This is an optimization exercise on Yosys and OpenROAD, whose aim is small area, a short achievable clock period and few clock cycles per item, not a production implementation. Only simulation tests tie the RTL to the original design; equivalence was not proved. Power figures rest on the tool's default switching activity, not on a simulated workload.

===== flow/run.sh =====
#!/bin/bash
# synth_recipe.tcl (not shown) runs the flow's synth.tcl, then flattens the netlist and writes it again
# the make line also repeats each setting of config.mk as NAME=value (left out here)
make -C /OpenROAD-flow-scripts/flow DESIGN_CONFIG=/design/flow/config.mk WORK_HOME=/design/flow/orfs CLKGATE_MAP_FILE= SYNTH_SCRIPT=/design/flow/synth_recipe.tcl finish

===== flow/config.mk =====
export PLATFORM = sky130hd
export DESIGN_NAME = limit_order_matching_engine
export DESIGN_NICKNAME = limit_order_matching_engine
export VERILOG_FILES = /design/flow/design.v
export SDC_FILE = /design/flow/constraint.sdc
export NUM_CORES = 4
export LEC_CHECK = 0
export CAP_MARGIN = 20
export CORE_MARGIN = 2
export CORE_UTILIZATION = 40
export SLEW_MARGIN = 20
export SYNTH_MEMORY_MAX_BITS = 16384

===== flow/constraint.sdc =====
create_clock -name core_clock -period 10.0 [get_ports {aclk}]
set_input_delay 2.0000 -clock core_clock [delete_from_list [all_inputs] [get_ports {aclk}]]
set_output_delay 2.0000 -clock core_clock [all_outputs]
set_load 0.01 [all_outputs]

===== flow/design.v =====
`timescale 1ns / 1ps
package lome_pkg;
    typedef enum logic [2:0] {
        ST_IDLE,
        ST_SCAN,
        ST_ACT,
        ST_DECIDE,
        ST_WRB,
        ST_WRA
    } state_t;
    typedef enum logic {
        PH_LOOKUP,
        PH_BEST
    } phase_t;
    localparam logic       ACT_ADD       = 1'b0;
    localparam logic       ACT_CANCEL    = 1'b1;
    localparam logic       KIND_TRADE    = 1'b0;
    localparam logic       KIND_ACK      = 1'b1;
    localparam logic [1:0] STAT_OK       = 2'd0;
    localparam logic [1:0] STAT_NOTFOUND = 2'd1;
    localparam logic [1:0] STAT_FULL     = 2'd2;
    localparam logic [1:0] STAT_DUP      = 2'd3;
    localparam int ID_BITS  = 64;
    localparam int QTY_BITS = 32;
    localparam int ARR_BITS = 32;
endpackage
`timescale 1ns / 1ps
import lome_pkg::*;
module limit_order_matching_engine #(
    parameter int ORDER_SLOTS = 32,
    parameter int PRICE_BITS  = 16
) (
    input  logic         aclk,
    input  logic         aresetn,
    input  logic         s_tvalid,
    output logic         s_tready,
    input  logic [119:0] s_tdata,
    input  logic         s_tuser,
    output logic         m_tvalid,
    input  logic         m_tready,
    output logic [215:0] m_tdata,
    output logic         m_tuser,
    output logic         m_tlast
);
    localparam int N  = ORDER_SLOTS;
    localparam int PB = PRICE_BITS;
    logic [N-1:0][ID_BITS-1:0]  id_r;
    logic [N-1:0][PB-1:0]       px_r;
    logic [N-1:0][QTY_BITS-1:0] q_r;
    logic [N-1:0]               bm_r, am_r;
    logic                w_v, w_act, w_buy;
    logic [ID_BITS-1:0]  w_id;
    logic [PB-1:0]       w_px;
    logic [QTY_BITS-1:0] w_q;
    logic                k_v, k_act, k_buy;
    logic [ID_BITS-1:0]  k_id;
    logic [PB-1:0]       k_px;
    logic [QTY_BITS-1:0] k_q;
    logic                mv_r, mu_r;
    logic [209:0]        md_r;
    logic accept, out_free, proceed, finish, w_load;
    assign s_tready = !k_v;
    assign accept   = s_tvalid && !k_v;
    assign out_free = !mv_r || m_tready;
    assign proceed  = w_v && out_free;
    assign m_tvalid = mv_r;
    assign m_tdata  = {6'd0, md_r};
    assign m_tuser  = mu_r;
    assign m_tlast  = mu_r;
    logic [N-1:0] occ, hit, ge, le, pre, suf;
    logic         anyhit, full, qz, xing, go, trade, ins, canc, bidhit;
    logic [QTY_BITS-1:0] hq, tq, dq, hdq;
    logic         borrow, head_exh;
    logic [1:0]   status;
    logic [PB-1:0] bb, ba;
    assign occ = bm_r | am_r;
    always_comb begin
        for (int i = 0; i < N; i++) begin
            hit[i] = occ[i] && (id_r[i] == w_id);
            ge[i]  = bm_r[i] && (px_r[i] >= w_px);
            le[i]  = am_r[i] && (px_r[i] <= w_px);
        end
    end
    for (genvar g = 0; g < N; g++) begin : g_scan
        assign pre[g] = |hit[g:0];
        assign suf[g] = |hit[N-1:g];
    end
    assign anyhit = |hit;
    assign bidhit = |(hit & bm_r);
    assign full   = &occ;
    assign qz     = (w_q == '0);
    assign xing  = w_buy ? (am_r[N-1] && (w_px >= px_r[N-1]))
                          : (bm_r[0] && (px_r[0] >= w_px));
    assign go     = !w_act && !anyhit && !qz && !full;
    assign trade  = go && xing;
    assign ins    = go && !xing;
    assign canc   = w_act && anyhit;
    assign hq       = w_buy ? q_r[N-1] : q_r[0];
    assign {borrow, dq} = {1'b0, w_q} - {1'b0, hq};
    assign head_exh = !borrow;                   
    assign tq       = borrow ? w_q : hq;
    assign hdq      = hq - w_q;
    always_comb begin
        if (w_act)       status = anyhit ? STAT_OK : STAT_NOTFOUND;
        else if (anyhit) status = STAT_DUP;
        else if (qz)     status = STAT_OK;
        else if (full)   status = STAT_FULL;
        else             status = STAT_OK;
        if (ins && w_buy && !ge[0])   bb = w_px;
        else if (canc && hit[0])      bb = bm_r[1] ? px_r[1] : '0;
        else                          bb = bm_r[0] ? px_r[0] : '0;
        if (ins && !w_buy && !le[N-1]) ba = w_px;
        else if (canc && hit[N-1])    ba = am_r[N-2] ? px_r[N-2] : '0;
        else                          ba = am_r[N-1] ? px_r[N-1] : '0;
    end
    logic [N-1:0] sl, sr, sn, sd;
    logic rm_bid_head, rm_ask_head;
    assign rm_ask_head = trade && head_exh && w_buy;
    assign rm_bid_head = trade && head_exh && !w_buy;
    always_comb begin
        for (int i = 0; i < N; i++) begin
            sr[i] = (canc && pre[i] && bm_r[i]) || (rm_bid_head && bm_r[i]) ||
                    ((i < N - 1) && ins && !w_buy && am_r[(i+1)%N] && !le[(i+1)%N]);
            sl[i] = (canc && suf[i] && am_r[i]) || (rm_ask_head && am_r[i]) ||
                    ((i > 0) && ins && w_buy && bm_r[(i+N-1)%N] && !ge[(i+N-1)%N]);
            sn[i] = ins && (w_buy ? (!ge[i] && (i == 0 || ge[(i+N-1)%N]))
                                  : (!le[i] && (i == N - 1 || le[(i+1)%N])));
            sd[i] = trade && !head_exh && (w_buy ? (i == N - 1) : (i == 0));
        end
    end
    always_ff @(posedge aclk) begin
        for (int i = 0; i < N; i++) begin
            if (proceed) begin
                if (sn[i]) begin
                    id_r[i] <= w_id;
                    px_r[i] <= w_px;
                    q_r[i]  <= w_q;
                end else if (sl[i]) begin
                    id_r[i] <= id_r[(i+N-1)%N];
                    px_r[i] <= px_r[(i+N-1)%N];
                    q_r[i]  <= q_r[(i+N-1)%N];
                end else if (sr[i]) begin
                    id_r[i] <= id_r[(i+1)%N];
                    px_r[i] <= px_r[(i+1)%N];
                    q_r[i]  <= q_r[(i+1)%N];
                end else if (sd[i]) begin
                    q_r[i]  <= hdq;
                end
            end
        end
    end
    assign finish = proceed && !trade;
    assign w_load = !w_v || finish;
    always_ff @(posedge aclk) begin
        if (!aresetn) begin
            bm_r <= '0;
            am_r <= '0;
            w_v  <= 1'b0;
            k_v  <= 1'b0;
            mv_r <= 1'b0;
        end else begin
            if (proceed) begin
                if (ins && w_buy)
                    bm_r <= {bm_r[N-2:0], 1'b1};
                else if ((canc && bidhit) || rm_bid_head)
                    bm_r <= {1'b0, bm_r[N-1:1]};
                if (ins && !w_buy)
                    am_r <= {1'b1, am_r[N-1:1]};
                else if ((canc && !bidhit) || rm_ask_head)
                    am_r <= {am_r[N-2:0], 1'b0};
            end
            if (w_load) begin
                w_v <= k_v || accept;
                k_v <= 1'b0;
            end else if (accept) begin
                k_v <= 1'b1;
            end
            mv_r <= proceed || (mv_r && !m_tready);
        end
    end
    always_ff @(posedge aclk) begin
        if (w_load) begin
            if (k_v) begin
                w_act <= k_act;
                w_id  <= k_id;
                w_buy <= k_buy;
                w_px  <= k_px;
                w_q   <= k_q;
            end else begin
                w_act <= s_tuser;
                w_id  <= s_tdata[63:0];
                w_buy <= s_tdata[64];
                w_px  <= s_tdata[80:65];
                w_q   <= s_tdata[112:81];
            end
        end else if (proceed && trade) begin
            w_q <= borrow ? '0 : dq;
        end
        if (!w_load && accept) begin
            k_act <= s_tuser;
            k_id  <= s_tdata[63:0];
            k_buy <= s_tdata[64];
            k_px  <= s_tdata[80:65];
            k_q   <= s_tdata[112:81];
        end
        if (proceed) begin
            mu_r <= !trade;
            if (trade)
                md_r <= {32'd0, tq, (w_buy ? w_px : px_r[0]),
                         (w_buy ? id_r[N-1] : w_id), (w_buy ? w_id : id_r[0]), 2'd0};
            else
                md_r <= {ba, bb, 176'd0, status};
        end
    end
endmodule

==> flow_summary_export.csv <==
group,metric,value,unit
synthesis,synth-simple-area-share,13.4,%
timing,timing.fmax,101,MHz
timing,tns,0,ps
pwr,design_power_total,41.3,mW
synthesis,syn_avg_cell_area,9.82,µm²
synthesis,yosysWarnings,1,
timing,final.period_utilization,99.2,%
timing,hold_viol_final,0,
global_routing,grt_pass1_wl,1720,mm
clocking,cts_setup_buffers,0,
timing,maxSlewViolCount,0,
clocking,cts_tree,"yes",
clocking,cts_buffers,469,
cells_and_area,final_common_cell,"edfxtp_1",
synthesis,synth_enable_flop_cells,4023,
cells_and_area,seq_area,122000,µm²
placed_design,place_inst,32500,
worst_hold_path,min_path_cells,1,
routing,firstDrtPassIters,9,
pwr,p_int,30.0,mW
global_routing,grt_pass1_vias,204000,
die,core_area,624000,µm²
clocking,post_cts_resized,0,
placed_design,port_buffers,331,
clocking,cts-root-buf,"clkbuf_16",
clocking,clockBufferDepth,4,
synthesis,synth-adder-area-share,2.90,%
timing,finalCriticalPeriod,9920,ps
cells_and_area,drive_gt1_share,7.28,%
synthesis,ys.flop_type,"edfxtp_1",
placed_design,gp_congestion,1.05,
status,status,"complete, no violations",
flow_run,max-cap-violations,0,
setup_path,cp.required,10770,ps
synthesis,synth_xor_xnor_area_share,6.63,%
cells_and_area,multiInputGateArea,118000,µm²
synthesis,syn_area,250000,µm²
clocking,clk_latency,1160,ps
die,die_area,633000,µm²
routing,ant_nets,0,
global_routing,grt-ovfl-total,0,
pwr,clockPowerShare,43.0,%
global_routing,grt_max_degree,225,
pwr,seqPwrFrac,46.5,%
cells_and_area,area_delta_synth_final,11.8,%
timing,setup-violations-final,0,
timing,tightest_slew,1340,ps
die,fp-row-count,290,
synthesis,async_flop_share,0,%
cells_and_area,nets,25300,
synthesis,synth-seq-cells,4090,
die,dieHeight,795,µm
routing,routedWlPerCell,38.1,µm
die,start_util,40.2,%
synthesis,syn-instance-count,25500,
clocking,clock_sinks,4090,
synthesis,synth_compound_area_share,14.7,%
routing,vias,222000,
routing,drc_errors,0,
synthesis,synth_top_family_by_area,"compound AO/OA/AOI/OAI gates",
cells_and_area,final_area,280000,µm²
routing,wl,1270,mm
setup_path,rr_worst_depth,23,
setup_path,cp_max_fo,32,
global_routing,track_usage,38.4,%
timing,finClkSkew,122,ps
global_routing,antenna_found_initial,89,
cells_and_area,fillers,58900,
pwr,cellLeakagePower,101,nW
routing,dr.first_iter.drc_count,37000,
pwr,swShare,27.4,%
cells_and_area,final_cell_mix,"4023 x edfxtp_1, 3051 x nor2_1, 2415 x o21ai_0, 2104 x mux2i_1, 1698 x nand3_1",
setup_path,startpoint_type,"flop",
pwr,ir_drop,0.172,mV
placed_design,placed_cell_area,265000,µm²
cells_and_area,fin_cells,33400,
clocking,htree_levels,5,
synthesis,synth-seq-area-share,48.8,%
clocking,cts_hold_buffers,0,
synthesis,muxShareOfSynthArea,8.81,%
routing,routed_via_density,6.64,
cells_and_area,fin_util,44.9,%
pwr,power.switching,11.3,mW
timing,relSlewSlack,9.82,%
worst_hold_path,hold_class,"reg2reg",
synthesis,synth.distinct_cells,92,
die,die_w,795,µm
setup_path,cp-end-kind,"flop",
timing,worst_slack,82.3,ps
placed_design,dp_hpwl,919,mm
setup_path,cp.arrival,10690,ps
die,num_io_pins,345,
setup_path,critPathKind,"reg2reg",
clocking,clkTransAtPathRegs,60,ps
timing,rsz0062_at_grt,"no",
pwr,power.density,147,nW/µm²
placed_design,place_ws,920,ps
timing,holdWs,479,ps
pwr,p_comb_share,10.5,%
[critical path: stages (launching register included)]
cell and delay (ps):
edfxtp_1 1050, buf_4 490, buf_4 360, xor2_1 110, nor4_1 1110, nand4_1 220
nor4_1 780, nand2_1 220, and3_1 240, nand2_2 180, or3_1 580, inv_1 110
ha_1 210, o21a_1 100, o21ai_0 340, nand2b_1 280, nor2_1 90, a21boi_2 270
nor4b_2 780, nand3_1 410, o311ai_0 400, buf_4 190, a41oi_4 480, buf_12 380
[path summary, 6_finish.rpt]
check | from | end | slack (ps)
max reg2reg | w_id[37] | q_r[966] | 80
min | k_act | w_act | 480
max | w_id[37] | q_r[966] | 80
min reg2reg | k_act | w_act | 480
[cell usage after synthesis, types with 134 or more instances]
cell type	n	area share, %
nor4_1	396	0.99
buf_4	185	0.55
clkbuf_1	1929	2.9
a21oi_1	1257	2.5
nand3_1	1707	3.4
a211oi_1	143	0.43
buf_2	317	0.63
inv_1	283	0.42
o221ai_1	134	0.47
edfxtp_1	4023	48
a31oi_1	1567	3.9
nand4_1	301	0.75
nand2_1	1494	2.2
nor2_1	3059	4.6
nor3_1	149	0.30
xnor2_1	465	1.6
mux2i_1	2106	8.4
o21ai_0	2418	4.8
ha_1	577	2.9
xor2_1	1430	5.0
[flip-flops by register name, summed over array words and instances, names as in the netlist, 64 cells and up]
signal  flops
px_r      512
k_id       64
q_r      1024
md_r      210
id_r     2048
w_id       64
[cells by family after synthesis]
family	after synthesis
AND/OR/NAND/NOR	7544
AO/OA/AOI/OAI	6359
flip-flops	4090
multiplexers	2193
other	1
XOR/XNOR	1895
buffers and inverters	2836
adder cells (fa/ha/maj)	579
[per-layer routing]
metal / vias to the layer above / GRT usage (%) / wire, µm
li1: 92500 / - / -
met1: 108000 / 45.9 / 442000
met2: 17000 / 58.0 / 549000
met3: 4120 / 10.6 / 153000
met4: 30 / 30.6 / 128000
met5: - / 0.280 / 438
[power by group through the flow]
stage               combinational [mW]  sequential [mW]  clock [mW]
finish                            4.32             19.2        17.8
global route                      4.41             19.2        18.3
CTS                               4.13             19.2        17.7
detailed placement                4.12             19.6           0
global placement                  4.08             19.6           0
floorplan                         2.28             19.4           0
[cell type report]
type,instances,area share (%)
Sequential cell,4090,43.6
Multi-Input combinational cell,18600,42.3
Timing Repair Buffer,1181,4.56
Clock buffer,571,4.38
Tap cell,8322,3.72
Clock inverter,303,0.975
Inverter,295,0.402
Antenna cell,76,0.0679
Testbench counts, summed over its fixed seeds: cycles 8,007, items 6,400.

[static timing again, ports no longer ideal]
No port has a modelled driver above. Below, the same layout with a new extraction and two added sets of constraints. Step 1: set_driving_cell puts a clkbuf_16 on aclk and a buf_2 on each other input, an assumption about the parent block. Step 2, shift: input delay + t, output delay - t, t = (earliest + latest rising clock arrival at the registers) / 2. This alone moves slack from input paths to output paths. a / b / c = ideal / step 1 / step 2; a / b = the first two.
t, ns: 1.233
slack for setup (ns): 0.082 / 0.082 / 0.082
worst setup path after step 2: register to register
slew at the worst register clock pin (ns): 0.07 / 0.07
After both steps setup and hold are still met in this run. For this run, drivers alone change the setup slack by 0.000 ns; drivers and shift together by 0.000 ns.
